What follows belongs to an exercise in optimizing a design on an open flow for small area; a production flow would make more cautious choices. In this exercise RTL edits were held to simulation tests only and were not proved equivalent to the original. Power figures rest on the tool's default switching activity, not on a simulated workload. No driver is modelled on the clock port, so clocking that relies on it looks cheaper here than on a real chip.

## te_pkt
module te_pkt (
    input  wire logic                                        clk_bus,
    input  wire logic                                        rst_n,
    input  wire logic                                        pkt_sop,
    input  wire logic [8-1:0]                   pkt_data,
    input  wire logic [10-1:0]                   ib_base,
    input  wire logic                                        bm_gnt,
    output logic                                             bm_req,
    output logic [10-1:0]                        bm_addr,
    output logic [8-1:0]                    bm_wstrb,
    output logic [8*8-1:0]     bm_wdata,
    input  wire logic                                        rdreq_pop,
    output logic                                             rdreq_valid,
    output te_pkt_pkg::rdreq_t rdreq
);
Size in the first run: about 1500 cells after synthesis, roughly 760 flip-flops, ~130 I/O pins.
==> flow/config.mk <==
export PLATFORM = sky130hd
export DESIGN_NAME = te_pkt
export DESIGN_NICKNAME = te_pkt
export VERILOG_FILES = /design/flow/design.v
export SDC_FILE = /design/flow/constraint.sdc
export NUM_CORES = 4
export LEC_CHECK = 0
export CAP_MARGIN = 0
export CORE_MARGIN = 2
export CORE_UTILIZATION = 85
export CTS_BUF_LIST = sky130_fd_sc_hd__clkbuf_16
export CTS_CLUSTER_DIAMETER = 80
export CTS_CLUSTER_SIZE = 30
export SLEW_MARGIN = 0
==> flow/constraint.sdc <==
create_clock -name core_clock -period 4.0 [get_ports {clk_bus}]
set_input_delay 0.8000 -clock core_clock [delete_from_list [all_inputs] [get_ports {clk_bus}]]
set_output_delay 0.8000 -clock core_clock [all_outputs]
set_load 0.01 [all_outputs]
standard.sh (not shown) runs the stock make flow with config.mk's settings and CLKGATE_MAP_FILE= SYNTH_SCRIPT=/design/flow/synth_recipe.tcl, a recipe that flattens the netlist after the stock synthesis.
==> flow/flow/run.sh <==
#!/bin/bash
# The standard layout (the standard.sh, standard synthesis unchanged) with two
# changes passed through ORFS's own variables:
#  - port buffers are buf_1 cells instead of the delay-buffer cell buffer_ports
#    picks by default (every port still gets its own buffer);
set -euo pipefail
export BUFFER_PORTS_ARGS="-buffer_cell sky130_fd_sc_hd__buf_1"
export CTS_ARGS="-sink_clustering_enable -repair_clock_nets -sink_clustering_size 30 -sink_clustering_max_diameter 80 -buf_list sky130_fd_sc_hd__clkbuf_16 -dont_use_dummy_load"
bash standard.sh > standard.log 2>&1
Edit:
--- a/flow/config.mk
+++ b/flow/config.mk
@@ -8,5 +8,5 @@
 export CAP_MARGIN = 0
 export CORE_MARGIN = 2
-export CORE_UTILIZATION = 85
+export CORE_UTILIZATION = 80
 export CTS_BUF_LIST = sky130_fd_sc_hd__clkbuf_16
 export CTS_CLUSTER_DIAMETER = 80
Outcome:
- sequential cell count is unchanged
- cell area barely changes
- first-iteration DRC count went down by 8.2%
- via count drops by 3.3%
- clock power goes down by about 1%
- synthesized area is unchanged
- worst setup slack improves by 0.15 ns
- synthesized cell count does not change
- non-clock buffer count came out lower by 10
Edit:
--- a/flow/config.mk
+++ b/flow/config.mk
@@ -8,5 +8,5 @@
 export CAP_MARGIN = 0
 export CORE_MARGIN = 2
-export CORE_UTILIZATION = 80
+export CORE_UTILIZATION = 70
 export CTS_BUF_LIST = sky130_fd_sc_hd__clkbuf_16
 export CTS_CLUSTER_DIAMETER = 80
After rerunning: The new run finished with timing, DRC and antenna clean; hold slack loses 0.011 ns; power goes up by 0.83%; die area goes up by 14%; global-route usage goes down by 6.2 points; synthesized area is unchanged; worst setup slack loses 0.12 ns; via count goes down by about 5%.
Edit:
--- a/flow/flow/run.sh
+++ b/flow/flow/run.sh
@@ -6,4 +6,4 @@
 set -euo pipefail
 export BUFFER_PORTS_ARGS="-buffer_cell sky130_fd_sc_hd__buf_1"
-export CTS_ARGS="-sink_clustering_enable -repair_clock_nets -sink_clustering_size 30 -sink_clustering_max_diameter 80 -buf_list sky130_fd_sc_hd__clkbuf_16 -dont_use_dummy_load"
+export CTS_ARGS="-sink_clustering_enable -repair_clock_nets -sink_clustering_size 36 -sink_clustering_max_diameter 100 -buf_list sky130_fd_sc_hd__clkbuf_16 -dont_use_dummy_load"
 bash standard.sh > standard.log 2>&1
--- a/flow/config.mk
+++ b/flow/config.mk
@@ -8,5 +8,5 @@
 export CAP_MARGIN = 0
 export CORE_MARGIN = 2
-export CORE_UTILIZATION = 70
+export CORE_UTILIZATION = 80
 export CTS_BUF_LIST = sky130_fd_sc_hd__clkbuf_16
 export CTS_CLUSTER_DIAMETER = 80
Effect:
- critical path depth is unchanged
- synthesized cell count does not change
- clock power decreases by 11%
- cell area goes down by 1.1%
- wire length increases by 6.0%
- worst hold slack gets better by 0.032 ns
- via count is higher by 4.6%
- global-route usage rises by 6.5 points
- register-to-register slack is worse by 0.23 ns

run A:
The RTL this note starts from:
==> flow/design.v <==
`default_nettype none
package te_pkt_pkg;
    typedef enum logic [3-1:0] {
        AK = 3'd0,
        WQ = 3'd1,
        WR = 3'd2,
        RQ = 3'd3,
        RR = 3'd4
    } pkt_type_e;
    typedef struct packed {
        logic [10-3-1:0]       waddr;
        logic [8-1:0]                   wstrb;
        logic [8*8-1:0]    wdata;
    } bm_word_t;
    typedef struct packed {
        logic [4-1:0] sid;
        logic [3-1:0]  xid;
        logic [10-1:0] addr;
        logic [4-1:0]  len;
    } rdreq_t;
endpackage
`default_nettype wire
`timescale 1ns/1ps
`default_nettype none
module te_pkt (
    input  wire logic                                        clk_bus,
    input  wire logic                                        rst_n,
    input  wire logic                                        pkt_sop,
    input  wire logic [8-1:0]                   pkt_data,
    input  wire logic [10-1:0]                   ib_base,
    input  wire logic                                        bm_gnt,
    output logic                                             bm_req,
    output logic [10-1:0]                        bm_addr,
    output logic [8-1:0]                    bm_wstrb,
    output logic [8*8-1:0]     bm_wdata,
    input  wire logic                                        rdreq_pop,
    output logic                                             rdreq_valid,
    output te_pkt_pkg::rdreq_t rdreq
);
    localparam int NW = 9;
    localparam logic [2:0] ST_IDLE = 3'd0;
    localparam logic [2:0] ST_HDR1 = 3'd1;
    localparam logic [2:0] ST_HDR2 = 3'd2;
    localparam logic [2:0] ST_HDR3 = 3'd3;
    localparam logic [2:0] ST_DATA = 3'd4;
    logic [2:0]  state;
    logic        is_rq;
    logic [2:0]  xid;
    logic [3:0]  sid;
    logic [3:0]  len;
    logic [9:0]  baddr;
    logic        started;
    logic [NW-1:0][63:0] slot_data;
    logic [NW-1:0][6:0]  slot_alo;
    logic [NW-1:0]       slot_acy;
    logic [NW-1:0][2:0]  slot_first;
    logic [NW-1:0][2:0]  slot_last;
    logic [NW-1:0]       wr_oh;
    logic [NW-1:0]       rd_oh;
    logic [1:0][20:0]    rq_data;
    logic                rq_rd;
    logic [1:0]          rq_cnt;
    logic [2:0]  lane;
    logic        data_byte;
    logic        last_byte;
    logic        close_word;
    logic        rq_push;
    logic        rq_pop;
    logic [NW-1:0] wsel;
    assign lane       = baddr[2:0];
    assign data_byte  = (state == ST_DATA) && !pkt_sop;
    assign last_byte  = (len == 4'd0);
    assign close_word = (data_byte && (lane == 3'd7 || last_byte)) || (pkt_sop && started);
    assign rq_push    = (state == ST_HDR3) && !pkt_sop && is_rq;
    assign rq_pop     = rdreq_pop && rdreq_valid;
    always_comb begin
        for (int k = 0; k < NW; k++) begin
            wsel[k] = data_byte && wr_oh[k];
        end
    end
    always_ff @(posedge clk_bus) begin
        if (!rst_n) begin
            state   <= ST_IDLE;
            started <= 1'b0;
            wr_oh   <= NW'(1);
            rd_oh   <= NW'(1);
            rq_rd   <= 1'b0;
            rq_cnt  <= '0;
        end else begin
            if (pkt_sop) begin
                started <= 1'b0;
                if (pkt_data[7:5] == 3'd1 || pkt_data[7:5] == 3'd3) state <= ST_HDR1;
                else state <= ST_IDLE;
            end else begin
                case (state)
                    ST_HDR1: state <= ST_HDR2;
                    ST_HDR2: state <= ST_HDR3;
                    ST_HDR3: state <= is_rq ? ST_IDLE : ST_DATA;
                    ST_DATA: begin
                        started <= !close_word;
                        if (last_byte) state <= ST_IDLE;
                    end
                    default: state <= ST_IDLE;
                endcase
            end
            if (close_word) wr_oh <= {wr_oh[NW-2:0], wr_oh[NW-1]};
            if (bm_req && bm_gnt) rd_oh <= {rd_oh[NW-2:0], rd_oh[NW-1]};
            if (rq_pop) rq_rd <= !rq_rd;
            case ({rq_push, rq_pop})
                2'b10:   rq_cnt <= rq_cnt + 2'd1;
                2'b01:   rq_cnt <= rq_cnt - 2'd1;
                default: ;
            endcase
        end
    end
    always_ff @(posedge clk_bus) begin
        if (pkt_sop) begin
            is_rq <= pkt_data[6];
            xid   <= pkt_data[2:0];
        end else begin
            case (state)
                ST_HDR1: sid <= pkt_data[7:4];
                ST_HDR2: begin
                    len        <= pkt_data[7:4];
                    baddr[9:6] <= pkt_data[3:0];
                end
                ST_HDR3: baddr[5:0] <= pkt_data[5:0];
                ST_DATA: begin
                    baddr <= baddr + 10'd1;
                    len   <= len - 4'd1;
                end
                default: ;
            endcase
        end
    end
    always_ff @(posedge clk_bus) begin
        for (int k = 0; k < NW; k++) begin
            if (wsel[k]) begin
                for (int j = 0; j < 8; j++) begin
                    if (lane == 3'(j)) slot_data[k][j*8 +: 8] <= pkt_data;
                end
                {slot_acy[k], slot_alo[k]} <= {1'b0, ib_base[6:0]} + {1'b0, baddr[9:3]};
                slot_last[k]  <= lane;
                if (!started) slot_first[k] <= lane;
            end
        end
        if (rq_push) rq_data[rq_rd ^ rq_cnt[0]] <= {sid, xid, baddr[9:6], pkt_data[5:0], len};
    end
    logic [6:0] head_alo;
    logic       head_acy;
    logic [2:0] head_first;
    logic [2:0] head_last;
    always_comb begin
        bm_wdata   = '0;
        head_alo   = '0;
        head_acy   = 1'b0;
        head_first = '0;
        head_last  = '0;
        for (int k = 0; k < NW; k++) begin
            bm_wdata   = bm_wdata   | ({64{rd_oh[k]}} & slot_data[k]);
            head_alo   = head_alo   | ({7{rd_oh[k]}}  & slot_alo[k]);
            head_acy   = head_acy   | (rd_oh[k]       & slot_acy[k]);
            head_first = head_first | ({3{rd_oh[k]}}  & slot_first[k]);
            head_last  = head_last  | ({3{rd_oh[k]}}  & slot_last[k]);
        end
        for (int j = 0; j < 8; j++) begin
            bm_wstrb[j] = (3'(j) >= head_first) && (3'(j) <= head_last);
        end
    end
    assign bm_req      = !(|(rd_oh & wr_oh));
    assign bm_addr     = {ib_base[9:7] + {2'd0, head_acy}, head_alo};
    assign rdreq_valid = (rq_cnt != 2'd0);
    assign rdreq       = rq_data[rq_rd];
endmodule
`default_nettype wire
==> flow/config.mk <==
export PLATFORM = sky130hd
export DESIGN_NAME = te_pkt
export DESIGN_NICKNAME = te_pkt
export VERILOG_FILES = /design/flow/design.v
export SDC_FILE = /design/flow/constraint.sdc
export NUM_CORES = 4
export LEC_CHECK = 0
export CAP_MARGIN = 0
export CORE_MARGIN = 2
export CORE_UTILIZATION = 70
export CTS_BUF_LIST = sky130_fd_sc_hd__clkbuf_16
export CTS_CLUSTER_DIAMETER = 80
export CTS_CLUSTER_SIZE = 30
export SLEW_MARGIN = 0
==> flow/constraint.sdc <==
create_clock -name core_clock -period 4.0 [get_ports {clk_bus}]
set_input_delay 0.8000 -clock core_clock [delete_from_list [all_inputs] [get_ports {clk_bus}]]
set_output_delay 0.8000 -clock core_clock [all_outputs]
set_load 0.01 [all_outputs]
==> flow/flow/run.sh <==
#!/bin/bash
# The standard layout (the standard.sh, standard synthesis unchanged) with two
# changes passed through ORFS's own variables:
#  - port buffers are buf_1 cells instead of the delay-buffer cell buffer_ports
#    picks by default (every port still gets its own buffer);
set -euo pipefail
export BUFFER_PORTS_ARGS="-buffer_cell sky130_fd_sc_hd__buf_1"
export CTS_ARGS="-sink_clustering_enable -repair_clock_nets -sink_clustering_size 30 -sink_clustering_max_diameter 80 -buf_list sky130_fd_sc_hd__clkbuf_16"
bash standard.sh > standard.log 2>&1
Here is what was changed in the inputs of run B compared with run A.
-- flow/flow/run.sh --
<<< run A, line 7
export BUFFER_PORTS_ARGS="-buffer_cell sky130_fd_sc_hd__buf_1"
export CTS_ARGS="-sink_clustering_enable -repair_clock_nets -sink_clustering_size 30 -sink_clustering_max_diameter 80 -buf_list sky130_fd_sc_hd__clkbuf_16"
bash standard.sh > standard.log 2>&1
>>> run B, line 7
export BUFFER_PORTS_ARGS="-buffer_cell sky130_fd_sc_hd__buf_1"
export CTS_ARGS="-sink_clustering_enable -repair_clock_nets -sink_clustering_size 30 -sink_clustering_max_diameter 80 -buf_list sky130_fd_sc_hd__clkbuf_16 -dont_use_dummy_load"
bash standard.sh > standard.log 2>&1
- The met2 wirelength from detailed routing in run B was lower than what run A gave.
- Any difference in via count of the first global-routing pass between run B and run A is small enough to ignore.
- Run B vs run A: share of cells above drive strength 1 down
- Compared run A against run B; fmax within noise.
- Compared with run A, in run B met3 global-route usage went up, via count normalized by instance count went up.
- NOTE maximum vdd ir drop run A->run B decreased slightly
#### Input delta (run C over run B)
==> flow/run.sh (new file) <==
#!/bin/bash
# synth_recipe.tcl (not shown) runs the flow's synth.tcl, then flattens the netlist and writes it again
# the make line also repeats each setting of config.mk as NAME=value (left out here)
make -C /OpenROAD-flow-scripts/flow DESIGN_CONFIG=/design/flow/config.mk WORK_HOME=/design/flow/orfs CLKGATE_MAP_FILE= SYNTH_SCRIPT=/design/flow/synth_recipe.tcl finish
removed: flow/flow/run.sh
removed: flow/standard.sh
Findings:
- Worst hold slack was higher in the run labelled run C.
- On area growth from synthesis to layout: between run B and run C, it ends up higher for run C.
- Taking run C as 1.0, run B lands at 1.09 on number of filler instances in the final layout.
- Global routing usage summed across all routing layers delta (run C -> run B): insignificant
- Looking at final setup slack of the worst path, run C sits below run B.

## what the ideal ports hide
How much do the figures lean on ideal ports? The routed layouts below were timed once more, with nothing changed but the port constraints.
Step 1 sets driving cells, clkbuf_16 on the clock port and buf_2 on the other inputs (assumed; they add their load-dependent delay and slew).
Step 2 also shifts input and output timing later by t, the mid clock arrival at the registers, as if the neighbouring blocks saw the same clock.
a / b / c = ideal ports / drivers / drivers and shift; a / b = the first two.
| run | t (ns) | setup slack, ns | worst data-port slew with drivers (ns) |
|---|---|---|---|
| the first run of note 1 | 0.650 | 0.163 / 0.108 / 0.741 | 0.08 |
| the second run of note 1 | 0.643 | 0.310 / 0.254 / 0.675 | 0.08 |
| the third run of note 1 | 0.675 | 0.185 / 0.123 / 0.799 | 0.05 |
| the fourth run of note 1 | 0.643 | 0.315 / 0.258 / 0.642 | 0.08 |
| run A | 0.627 | 0.335 / 0.275 / 0.562 | 0.06 |
| run B | 0.606 | 0.335 / 0.274 / 0.601 | 0.05 |
| run C | 0.631 | 0.144 / 0.086 / 0.595 | 0.05 |
After both steps setup and hold are still met in every run listed.
